From an optimization exercise on the open Yosys and OpenROAD flow, aimed at small area, a short achievable clock period and few clock cycles; shortcuts taken in it are not production practice.
In this exercise RTL edits were held to simulation tests only and were not proved equivalent to the original.

==> inputs of 02-08 <==
==> flow/design.v (excerpt) <==
module cache_lookup_ctrl #(
  parameter int unsigned AWIDTH = 6,
  parameter int unsigned WAYS   = 8,
  parameter int unsigned WWIDTH = 3,
  parameter int unsigned TWIDTH = 8
) (
  input  logic                     clk,
  input  logic                     reset,
  input  logic                     cpu_valid,
  output logic                     cpu_ready,
  input  logic [TWIDTH+AWIDTH-1:0] cpu_addr,
  output logic                     resp_valid,
  input  logic                     resp_ready,
  output logic                     resp_hit,
  output logic [WWIDTH-1:0]        resp_way,
  output logic                     mem_req,
  output logic [TWIDTH+AWIDTH-1:0] mem_addr,
  input  logic                     mem_ack,
  output logic [AWIDTH-1:0]        rpl_addr,
  output logic                     rpl_wr,
  output logic                     rpl_hit,
  input  logic [WWIDTH-1:0]        rpl_way
);
==> module cache_lookup_ctrl, before the edit <==
module cache_lookup_ctrl #(
  parameter int unsigned AWIDTH = 6,
  parameter int unsigned WAYS   = 8,
  parameter int unsigned WWIDTH = 3,
  parameter int unsigned TWIDTH = 8
) (
  input  logic                     clk,
  input  logic                     reset,
  input  logic                     cpu_valid,
  output logic                     cpu_ready,
  input  logic [TWIDTH+AWIDTH-1:0] cpu_addr,
  output logic                     resp_valid,
  input  logic                     resp_ready,
  output logic                     resp_hit,
  output logic [WWIDTH-1:0]        resp_way,
  output logic                     mem_req,
  output logic [TWIDTH+AWIDTH-1:0] mem_addr,
  input  logic                     mem_ack,
  output logic [AWIDTH-1:0]        rpl_addr,
  output logic                     rpl_wr,
  output logic                     rpl_hit,
  input  logic [WWIDTH-1:0]        rpl_way
);
  localparam int unsigned Sets = 2 ** AWIDTH;
  logic [WAYS-1:0][TWIDTH-1:0] tag_q [Sets];
  logic [WWIDTH:0]             cnt_q [Sets];
  logic              look_q;    
  logic              wait_q;    
  logic              hold_q;    
  logic [TWIDTH-1:0] req_tag_q;
  logic [AWIDTH-1:0] req_idx_q;
  logic              hit_q;     
  logic [WWIDTH-1:0] hway_q;    
  logic [WWIDTH:0]   cnt_q_r;   
  logic              rhit_q;    
  logic [WWIDTH-1:0] way_q;
  logic [AWIDTH-1:0] cpu_idx;
  logic [TWIDTH-1:0] cpu_tag;
  assign cpu_idx = cpu_addr[AWIDTH-1:0];
  assign cpu_tag = cpu_addr[TWIDTH+AWIDTH-1:AWIDTH];
  logic              miss, full;
  logic [WWIDTH-1:0] victim;
  always_comb begin
    miss   = look_q && !hit_q;
    full   = cnt_q_r[WWIDTH];
    victim = full ? rpl_way : cnt_q_r[WWIDTH-1:0];
  end
  logic [WAYS-1:0][TWIDTH-1:0] rd_tag;
  logic [WWIDTH:0]   rd_cnt, cnt_new;
  logic              fw;
  logic [WAYS-1:0]   match;
  logic              hit_new;
  logic [WWIDTH-1:0] hway_new;
  always_comb begin
    rd_tag  = tag_q[cpu_idx];
    rd_cnt  = cnt_q[cpu_idx];
    fw      = miss && (cpu_idx == req_idx_q);
    cnt_new = rd_cnt + {{WWIDTH{1'b0}}, fw && !full};
    for (int w = 0; w < WAYS; w++) begin
      if (fw && (victim == WWIDTH'(w)))
        match[w] = (req_tag_q == cpu_tag);
      else
        match[w] = ((WWIDTH+1)'(w) < rd_cnt) && (rd_tag[w] == cpu_tag);
    end
    hit_new  = |match;
    hway_new = '0;
    for (int w = 0; w < WAYS; w++)
      if (match[w]) hway_new = hway_new | WWIDTH'(w);
  end
  logic accept;
  always_comb begin
    mem_req    = miss || wait_q;
    mem_addr   = {req_tag_q, req_idx_q};
    resp_valid = (look_q && hit_q) || (mem_req && mem_ack) || hold_q;
    resp_hit   = look_q ? hit_q : rhit_q;
    resp_way   = look_q ? (hit_q ? hway_q : victim) : way_q;
    rpl_addr   = req_idx_q;
    rpl_wr     = miss && full;
    rpl_hit    = 1'b0;
    cpu_ready  = !(look_q || wait_q || hold_q) || (resp_valid && resp_ready);
    accept     = cpu_valid && cpu_ready;
  end
  always_ff @(posedge clk) begin
    if (reset) begin
      look_q <= 1'b0;
      wait_q <= 1'b0;
      hold_q <= 1'b0;
    end else begin
      look_q <= accept;
      wait_q <= mem_req && !mem_ack;
      hold_q <= resp_valid && !resp_ready;
    end
  end
  always_ff @(posedge clk) begin
    if (accept) begin
      req_tag_q <= cpu_tag;
      req_idx_q <= cpu_idx;
      hit_q     <= hit_new;
      hway_q    <= hway_new;
      cnt_q_r   <= cnt_new;
    end
    if (look_q) begin
      rhit_q <= hit_q;
      way_q  <= hit_q ? hway_q : victim;
    end
  end
  for (genvar s = 0; s < Sets; s++) begin : g_set
    always_ff @(posedge clk) begin
      if (reset) cnt_q[s] <= '0;
      else if (miss && !full && (req_idx_q == AWIDTH'(s))) cnt_q[s] <= cnt_q_r + 1'b1;
    end
    for (genvar w = 0; w < WAYS; w++) begin : g_way
      always_ff @(posedge clk) begin
        if (miss && (req_idx_q == AWIDTH'(s)) && (victim == WWIDTH'(w))) tag_q[s][w] <= req_tag_q;
      end
    end
  end
endmodule
clock: 5.5 ns
lec_check: 0
cap_margin: 30
core_margin: 2
core_utilization: 40
cts_cluster_diameter: 80
cts_cluster_size: 20
setup_slack_margin: 2
slew_margin: 40
run.sh (not shown) runs the stock make flow with config.mk's settings and CLKGATE_MAP_FILE= SYNTH_SCRIPT=/design/flow/synth_recipe.tcl, a recipe that flattens the netlist after the stock synthesis.
==> 10-10 (differences from 02-08) <==
==> flow/design.v (replaced) <==
module cache_lookup_ctrl #(
  parameter int unsigned AWIDTH = 6,
  parameter int unsigned WAYS   = 8,
  parameter int unsigned WWIDTH = 3,
  parameter int unsigned TWIDTH = 8
) (
  input  logic                     clk,
  input  logic                     reset,
  input  logic                     cpu_valid,
  output logic                     cpu_ready,
  input  logic [TWIDTH+AWIDTH-1:0] cpu_addr,
  output logic                     resp_valid,
  input  logic                     resp_ready,
  output logic                     resp_hit,
  output logic [WWIDTH-1:0]        resp_way,
  output logic                     mem_req,
  output logic [TWIDTH+AWIDTH-1:0] mem_addr,
  input  logic                     mem_ack,
  output logic [AWIDTH-1:0]        rpl_addr,
  output logic                     rpl_wr,
  output logic                     rpl_hit,
  input  logic [WWIDTH-1:0]        rpl_way
);
  localparam int unsigned Sets = 2 ** AWIDTH;
  typedef enum logic [2:0] {StIdle, StLookup, StRefill, StUpdate, StResp} state_e;
  state_e state_q, state_d;
  logic [TWIDTH-1:0] tag_mem [WAYS][Sets];
  logic [Sets-1:0]   valid_q [WAYS];
  logic [TWIDTH-1:0] req_tag_q, req_tag_d;
  logic [AWIDTH-1:0] req_idx_q, req_idx_d;
  logic [WWIDTH-1:0] way_q, way_d;
  logic              hit_q, hit_d;
  logic              use_ctr_q, use_ctr_d;
  logic              hit_found, inv_found;
  logic [WWIDTH-1:0] hit_way, inv_way;
  always_comb begin
    hit_found = 1'b0;
    hit_way   = '0;
    inv_found = 1'b0;
    inv_way   = '0;
    for (int w = WAYS - 1; w >= 0; w--) begin
      if (valid_q[w][req_idx_q] && (tag_mem[w][req_idx_q] == req_tag_q)) begin
        hit_found = 1'b1;
        hit_way   = WWIDTH'(w);
      end
      if (!valid_q[w][req_idx_q]) begin
        inv_found = 1'b1;
        inv_way   = WWIDTH'(w);
      end
    end
  end
  always_comb begin
    state_d   = state_q;
    req_tag_d = req_tag_q;
    req_idx_d = req_idx_q;
    way_d     = way_q;
    hit_d     = hit_q;
    use_ctr_d = use_ctr_q;
    unique case (state_q)
      StIdle: begin
        if (cpu_valid) begin
          req_tag_d = cpu_addr[TWIDTH+AWIDTH-1:AWIDTH];
          req_idx_d = cpu_addr[AWIDTH-1:0];
          state_d   = StLookup;
        end
      end
      StLookup: begin
        if (hit_found) begin
          way_d     = hit_way;
          hit_d     = 1'b1;
          use_ctr_d = 1'b0;
          state_d   = StResp;
        end else begin
          hit_d     = 1'b0;
          use_ctr_d = !inv_found;
          way_d     = inv_found ? inv_way : rpl_way;
          state_d   = StRefill;
        end
      end
      StRefill: begin
        if (mem_ack) state_d = StUpdate;
      end
      StUpdate: state_d = StResp;
      StResp: begin
        if (resp_ready) state_d = StIdle;
      end
      default: state_d = StIdle;
    endcase
  end
  always_ff @(posedge clk) begin
    if (reset) begin
      state_q   <= StIdle;
      req_tag_q <= '0;
      req_idx_q <= '0;
      way_q     <= '0;
      hit_q     <= 1'b0;
      use_ctr_q <= 1'b0;
    end else begin
      state_q   <= state_d;
      req_tag_q <= req_tag_d;
      req_idx_q <= req_idx_d;
      way_q     <= way_d;
      hit_q     <= hit_d;
      use_ctr_q <= use_ctr_d;
    end
  end
  always_ff @(posedge clk) begin
    if (reset) begin
      for (int w = 0; w < WAYS; w++) valid_q[w] <= '0;
    end else if (state_q == StUpdate) begin
      valid_q[way_q][req_idx_q] <= 1'b1;
    end
  end
  always_ff @(posedge clk) begin
    if (!reset && (state_q == StUpdate)) tag_mem[way_q][req_idx_q] <= req_tag_q;
  end
  always_comb begin
    cpu_ready  = (state_q == StIdle);
    resp_valid = (state_q == StResp);
    resp_hit   = (state_q == StResp) && hit_q;
    resp_way   = (state_q == StResp) ? way_q : '0;
    mem_req    = (state_q == StRefill);
    mem_addr   = (state_q == StRefill) ? {req_tag_q, req_idx_q} : '0;
    rpl_wr     = (state_q == StUpdate) && use_ctr_q;
    rpl_hit    = 1'b0;
    rpl_addr   = (state_q == StIdle) ? cpu_addr[AWIDTH-1:0] : req_idx_q;
  end
endmodule
CAP_MARGIN = 20   (was 30)
CTS_CLUSTER_DIAMETER = not set   (was 80)
CTS_CLUSTER_SIZE = not set   (was 20)
SETUP_SLACK_MARGIN = not set   (was 2)
SLEW_MARGIN = 20   (was 40)
==> 10-15 (differences from 02-08) <==
--- a/flow/design.v
+++ b/flow/design.v
@@ -96,8 +96,8 @@
       req_tag_q <= cpu_tag;
       req_idx_q <= cpu_idx;
-      hit_q     <= hit_new;
-      hway_q    <= hway_new;
-      cnt_q_r   <= cnt_new;
     end
+    hit_q   <= hit_new;
+    hway_q  <= hway_new;
+    cnt_q_r <= cnt_new;
     if (look_q) begin
       rhit_q <= hit_q;
CORE_UTILIZATION = 55   (was 40)
TNS_END_PERCENT = 5   (was not set)
==> qor summary <==
quantity	10-15	10-10	02-08
GR Util met2	73.3%	38.7%	55.1%
Origin of the critical flop-to-flop path	req_idx_q[1]$_DFFE_PP_	req_idx_q[1]$_SDFFE_PP0P_	tag_q[38][63]$_DFFE_PP_
Metal1 wirelength	271000 um	224000 um	295000 um
Cells after Synth	10217	9963	10834
Share of cell area taken by multi-input logic gates	18.3%	20.4%	18.7%
Final Non-Filler Cells	15594	17383	17694
Timing startpoint of the critical path	cpu_addr[1]	req_idx_q[1]$_SDFFE_PP0P_	cpu_addr[2]
Result of the run	complete, no violations	complete, no violations	complete, no violations
Kind of start point of the critical path	input port	register	input port
Post-synthesis adder-cell area fraction	0.0229%	0%	0.0225%
Min Tclk post-route	4.18 ns	5.22 ns	4.43 ns
Placeable core area	297000 um2	465000 um2	416000 um2
Proportion of synthesized chip area in sequential cells	78.4%	74.4%	77.1%
Testbench counts of 02-08, summed over its fixed seeds: cycles 21,037.
Testbench counts of 10-10, summed over its fixed seeds: cycles 56,979.
Testbench counts of 10-15, summed over its fixed seeds: cycles 21,037.

==> port drivers added, routing unchanged <==
In the flow no input, the clock included, has a driving cell. The finished layouts below were timed again as built, in two steps.
Step 1 sets driving cells, clkbuf_16 on the clock port and buf_2 on the other inputs (assumed; they add their load-dependent delay and slew).
Step 2, shift: input delay + t, output delay - t, t = (earliest + latest rising clock arrival at the registers) / 2. This alone moves slack from input paths to output paths.
a / b / c = no drivers / after step 1 / after step 2; a / b = the first two.
| run | shift t [ns] | setup slack, ns | worst data-port slew with drivers (ns) | cell pins on the clock port's net |
|---|---|---|---|---|
| 02-08 | 1.093 | 1.073 / 0.940 / -0.153 | 0.34 | 1 |
| 10-10 | 1.130 | 0.283 / 0.283 / 0.283 | 0.08 | 1 |
| 10-15 | 1.098 | 1.322 / 1.106 / 0.008 | 0.53 | 1 |
With both steps, setup timing fails in 02-08, where it was met with ideal ports. The setup slack of 10-15, which loses most, moves by -0.216 ns with the drivers and by -1.314 ns with both steps.
